What follows belongs to an exercise in optimizing a design on an open flow for a short achievable clock period and few clock cycles per item; a production flow would make more cautious choices.
In this exercise RTL edits were held to simulation tests only and were not proved equivalent to the original.
Power and IR drop assume default switching activity.

== v6 ==
==> module elastic_memory_responder, before the edit <==
module elastic_memory_responder
#(
  parameter int DATA_WIDTH    = elastic_memory_responder_pkg::DATA_WIDTH,
  parameter int ADDRESS_WIDTH = elastic_memory_responder_pkg::ADDRESS_WIDTH,
  parameter int MEM_DEPTH     = elastic_memory_responder_pkg::DEFAULT_MEM_DEPTH,
  parameter int READ_CYCLE    = elastic_memory_responder_pkg::LOAD_CYCLE
) (
  input  logic                     clk,
  input  logic                     reset,
  input  logic                     start_exec,
  input  logic                     init_write,
  input  logic [ADDRESS_WIDTH-1:0] init_address,
  input  logic [DATA_WIDTH-1:0]    init_data,
  input  logic                     req_valid,
  output logic                     req_stop,
  input  logic                     req_write,
  input  logic [ADDRESS_WIDTH-1:0] req_address,
  input  logic [DATA_WIDTH-1:0]    req_write_data,
  output logic                     resp_valid,
  input  logic                     resp_stop,
  output logic [DATA_WIDTH-1:0]    resp_data
);
  localparam int GROUP  = 16;
  localparam int NGROUP = MEM_DEPTH / GROUP;
  localparam int FDEPTH = 8;                   
  localparam int FPW    = $clog2(FDEPTH);
  localparam int OCW    = $clog2(FDEPTH) + 2;  
  logic r_exec_en;
  logic r_req_stop;
  logic r_full;
  logic w_req_fire;
  logic w_resp_fire;
  assign w_req_fire = req_valid & ~r_req_stop;
  always_ff @(posedge clk) begin
    if (reset) begin
      r_exec_en <= 1'b0;
    end else if (start_exec) begin
      r_exec_en <= 1'b1;
    end
  end
  always_ff @(posedge clk) begin
    r_req_stop <= reset | ~(r_exec_en | start_exec) | r_full;
  end
  logic                     w_req_we;
  logic                     w_init_we;
  logic                     w_rd;
  logic [GROUP-1:0]         w_req_lo;
  logic [NGROUP-1:0]        w_req_hi;
  logic [GROUP-1:0]         w_init_lo;
  logic [NGROUP-1:0]        w_init_hi;
  logic [MEM_DEPTH-1:0]     r_a_wen;
  logic [MEM_DEPTH-1:0]     r_a_rsel;
  logic [DATA_WIDTH-1:0]    r_a_data;
  logic                     r_a_rd;
  assign w_req_we  = w_req_fire & req_write & (req_address[ADDRESS_WIDTH-1:8] == '0);
  assign w_init_we = init_write & ~r_exec_en & (init_address[ADDRESS_WIDTH-1:8] == '0);
  assign w_rd      = w_req_fire & ~req_write & ~reset;
  always_comb begin
    for (int i = 0; i < 16; i++) begin
      w_req_lo[i]  = (req_address[3:0] == 4'(i));
      w_req_hi[i]  = (req_address[7:4] == 4'(i));
      w_init_lo[i] = (init_address[3:0] == 4'(i));
      w_init_hi[i] = (init_address[7:4] == 4'(i));
    end
  end
  always_ff @(posedge clk) begin
    for (int g = 0; g < NGROUP; g++) begin
      for (int j = 0; j < GROUP; j++) begin
        r_a_wen[g*GROUP + j]  <= (w_req_we & w_req_hi[g] & w_req_lo[j])
                               | (w_init_we & w_init_hi[g] & w_init_lo[j]);
        r_a_rsel[g*GROUP + j] <= w_rd & (req_address[ADDRESS_WIDTH-1:8] == '0)
                               & w_req_hi[g] & w_req_lo[j];
      end
    end
    r_a_data <= r_exec_en ? req_write_data : init_data;
    r_a_rd   <= w_rd;
  end
  logic [NGROUP*DATA_WIDTH-1:0] w_a_part;
  memory_array #(
    .DATA_WIDTH (DATA_WIDTH),
    .GROUP      (GROUP),
    .NGROUP     (NGROUP)
  ) u_memory_array (
    .clk     (clk),
    .i_wen   (r_a_wen),
    .i_rsel  (r_a_rsel),
    .i_wdata (r_a_data),
    .o_part  (w_a_part)
  );
  logic [NGROUP*DATA_WIDTH-1:0] r_b_part;
  logic                         r_b_rd;
  logic [DATA_WIDTH-1:0]        w_b_rdata;
  always_ff @(posedge clk) begin
    r_b_part <= w_a_part;
    r_b_rd   <= r_a_rd & ~reset;
  end
  always_comb begin
    w_b_rdata = '0;
    for (int g = 0; g < NGROUP; g++) begin
      w_b_rdata = w_b_rdata | r_b_part[g*DATA_WIDTH +: DATA_WIDTH];
    end
  end
  logic [DATA_WIDTH-1:0] r_c_rdata;
  logic                  r_c_rd;
  always_ff @(posedge clk) begin
    r_c_rdata <= w_b_rdata;
    r_c_rd    <= r_b_rd & ~reset;
  end
  logic [DATA_WIDTH-1:0] r_buf [FDEPTH];
  logic [FPW-1:0]        r_wr_ptr;
  logic [FPW-1:0]        r_head;
  logic [FPW-1:0]        r_head_p1;
  logic [FPW:0]          r_bcnt;
  logic                  r_resp_valid;
  logic [DATA_WIDTH-1:0] r_resp_data;
  logic                  w_push;
  logic [DATA_WIDTH-1:0] w_cand_fire;
  logic [DATA_WIDTH-1:0] w_cand_hold;
  logic [FPW:0]          w_bcnt_next;
  assign w_push      = r_c_rd;
  assign w_resp_fire = r_resp_valid & ~resp_stop;
  assign w_cand_fire = (r_bcnt == (FPW+1)'(1)) ? r_c_rdata : r_buf[r_head_p1];
  assign w_cand_hold = (r_bcnt == '0)          ? r_c_rdata : r_buf[r_head];
  assign w_bcnt_next = r_bcnt + (FPW+1)'(w_push) - (FPW+1)'(w_resp_fire);
  always_ff @(posedge clk) begin
    if (w_push) begin
      r_buf[r_wr_ptr] <= r_c_rdata;
    end
  end
  always_ff @(posedge clk) begin
    if (reset) begin
      r_wr_ptr  <= '0;
      r_head    <= '0;
      r_head_p1 <= FPW'(1);
      r_bcnt    <= '0;
    end else begin
      r_wr_ptr  <= r_wr_ptr + FPW'(w_push);
      r_head    <= r_head + FPW'(w_resp_fire);
      r_head_p1 <= r_head_p1 + FPW'(w_resp_fire);
      r_bcnt    <= w_bcnt_next;
    end
  end
  always_ff @(posedge clk) begin
    r_resp_valid <= ~reset & (w_bcnt_next != '0);
    r_resp_data  <= w_resp_fire ? w_cand_fire : w_cand_hold;
  end
  logic           r_fire_d;
  logic [OCW-1:0] r_ocnt;
  logic [OCW-1:0] w_ocnt_next;
  assign w_ocnt_next = r_ocnt + OCW'(r_a_rd) - OCW'(r_fire_d);
  always_ff @(posedge clk) begin
    if (reset) begin
      r_fire_d <= 1'b0;
      r_ocnt   <= '0;
      r_full   <= 1'b0;
    end else begin
      r_fire_d <= w_resp_fire;
      r_ocnt   <= w_ocnt_next;
      r_full   <= (w_ocnt_next >= OCW'(FDEPTH - 2));
    end
  end
  assign req_stop   = r_req_stop;
  assign resp_valid = r_resp_valid;
  assign resp_data  = r_resp_data;
endmodule
export LEC_CHECK = 0
export ABC_CLOCK_PERIOD_IN_PS = 2000
export CAP_MARGIN = 20
export CORE_MARGIN = 2
export CORE_UTILIZATION = 55
export SETUP_SLACK_MARGIN = 2.7
export SLEW_MARGIN = 20
create_clock -name core_clock -period 5.0 [get_ports {clk}]
standard.sh (not shown) runs the stock make flow with config.mk's settings and CLKGATE_MAP_FILE= SYNTH_SCRIPT=/design/flow/synth_recipe.tcl, a recipe that flattens the netlist after the stock synthesis.
==> flow/flow/run.sh <==
#!/bin/bash
# Standard layout, with plain buffers (not delay cells) on the ports and resizing free to
# change a cell's footprint. Full make output goes to standard_flow.log in the work folder.
set -euo pipefail
bash standard.sh \
  "BUFFER_PORTS_ARGS=-buffer_cell sky130_fd_sc_hd__buf_4" \
  MATCH_CELL_FOOTPRINT=0 \
  finish > standard_flow.log 2>&1
Testbench counts of v6, summed over its fixed seeds: cycles 24,028, items 24,000.
### v6 -> v7
--- a/flow/design.v
+++ b/flow/design.v
@@ -79,34 +79,20 @@
     r_req_stop <= reset | ~(r_exec_en | start_exec) | r_full;
   end
-  logic                     w_req_we;
-  logic                     w_init_we;
+  logic [ADDRESS_WIDTH-1:0] w_addr;
+  logic                     w_we;
   logic                     w_rd;
-  logic [GROUP-1:0]         w_req_lo;
-  logic [NGROUP-1:0]        w_req_hi;
-  logic [GROUP-1:0]         w_init_lo;
-  logic [NGROUP-1:0]        w_init_hi;
+  logic                     w_in_range;
   logic [MEM_DEPTH-1:0]     r_a_wen;
   logic [MEM_DEPTH-1:0]     r_a_rsel;
   logic [DATA_WIDTH-1:0]    r_a_data;
   logic                     r_a_rd;
-  assign w_req_we  = w_req_fire & req_write & (req_address[ADDRESS_WIDTH-1:8] == '0);
-  assign w_init_we = init_write & ~r_exec_en & (init_address[ADDRESS_WIDTH-1:8] == '0);
-  assign w_rd      = w_req_fire & ~req_write & ~reset;
-  always_comb begin
-    for (int i = 0; i < 16; i++) begin
-      w_req_lo[i]  = (req_address[3:0] == 4'(i));
-      w_req_hi[i]  = (req_address[7:4] == 4'(i));
-      w_init_lo[i] = (init_address[3:0] == 4'(i));
-      w_init_hi[i] = (init_address[7:4] == 4'(i));
-    end
-  end
+  assign w_addr     = r_exec_en ? req_address : init_address;
+  assign w_we       = r_exec_en ? (w_req_fire & req_write) : init_write;
+  assign w_rd       = w_req_fire & ~req_write & ~reset;
+  assign w_in_range = (w_addr[ADDRESS_WIDTH-1:8] == '0);
   always_ff @(posedge clk) begin
-    for (int g = 0; g < NGROUP; g++) begin
-      for (int j = 0; j < GROUP; j++) begin
-        r_a_wen[g*GROUP + j]  <= (w_req_we & w_req_hi[g] & w_req_lo[j])
-                               | (w_init_we & w_init_hi[g] & w_init_lo[j]);
-        r_a_rsel[g*GROUP + j] <= w_rd & (req_address[ADDRESS_WIDTH-1:8] == '0)
-                               & w_req_hi[g] & w_req_lo[j];
-      end
+    for (int w = 0; w < MEM_DEPTH; w++) begin
+      r_a_wen[w]  <= w_we & w_in_range & (w_addr[7:0] == 8'(w));
+      r_a_rsel[w] <= w_rd & w_in_range & (w_addr[7:0] == 8'(w));
     end
     r_a_data <= r_exec_en ? req_write_data : init_data;
Results
v6 went all the way through the flow, and no timing, DRC or antenna check failed. v7 finished every stage and its layout cleared the timing, DRC and antenna checks. Delta (v7 minus v6): clock distribution area overhead in the final layout now larger; transition time at the pin with the least slew margin now smaller. Of v7 and v6, the lower maximum frequency belongs to v6. The total wire length after detailed routing of v7 was superior to that of v6. Comparing v7 and v6, combined global-route utilization of all metal layers is lower on v7. Changes observed in v7 relative to v6: register-to-register slack decreased 0.02 ns; worst setup slack after layout increased 0.013 ns. Total power: v7 above v6. Taking v6 as the reference point, the met1 usage of v7 rises by 0.72 points.
Testbench counts of v7, summed over its fixed seeds: cycles 24,028, items 24,000.

-- port drivers added, routing unchanged --
The results above use ideal ports. As a check the final layouts listed here were re-extracted and re-timed, cells and wires unchanged.
Step 1 sets driving cells, clkbuf_16 on the clock port and buf_2 on the other inputs (assumed; they add their load-dependent delay and slew).
Step 2 moves the port delays by t, midway between the first and last clock arrival at a register: inputs arrive t later, outputs are due t later. That takes back most of the time a late clock gives input paths.
Three values: ideal ports, drivers, drivers and shift; two values: the first two.
| run | t, ns | setup slack, ns | latest minus earliest clock arrival (ns) | worst data-port slew with drivers (ns) |
|---|---|---|---|---|
| v6 | 1.077 | 2.532 / 2.431 / 1.632 | 0.079 / 0.079 | 0.17 |
| v7 | 1.131 | 2.545 / 2.444 / 1.921 | 0.063 / 0.063 | 0.18 |
After both steps every run listed still meets setup and hold. The setup slack of v6, which loses most, moves by -0.101 ns with the drivers and by -0.900 ns with both steps.
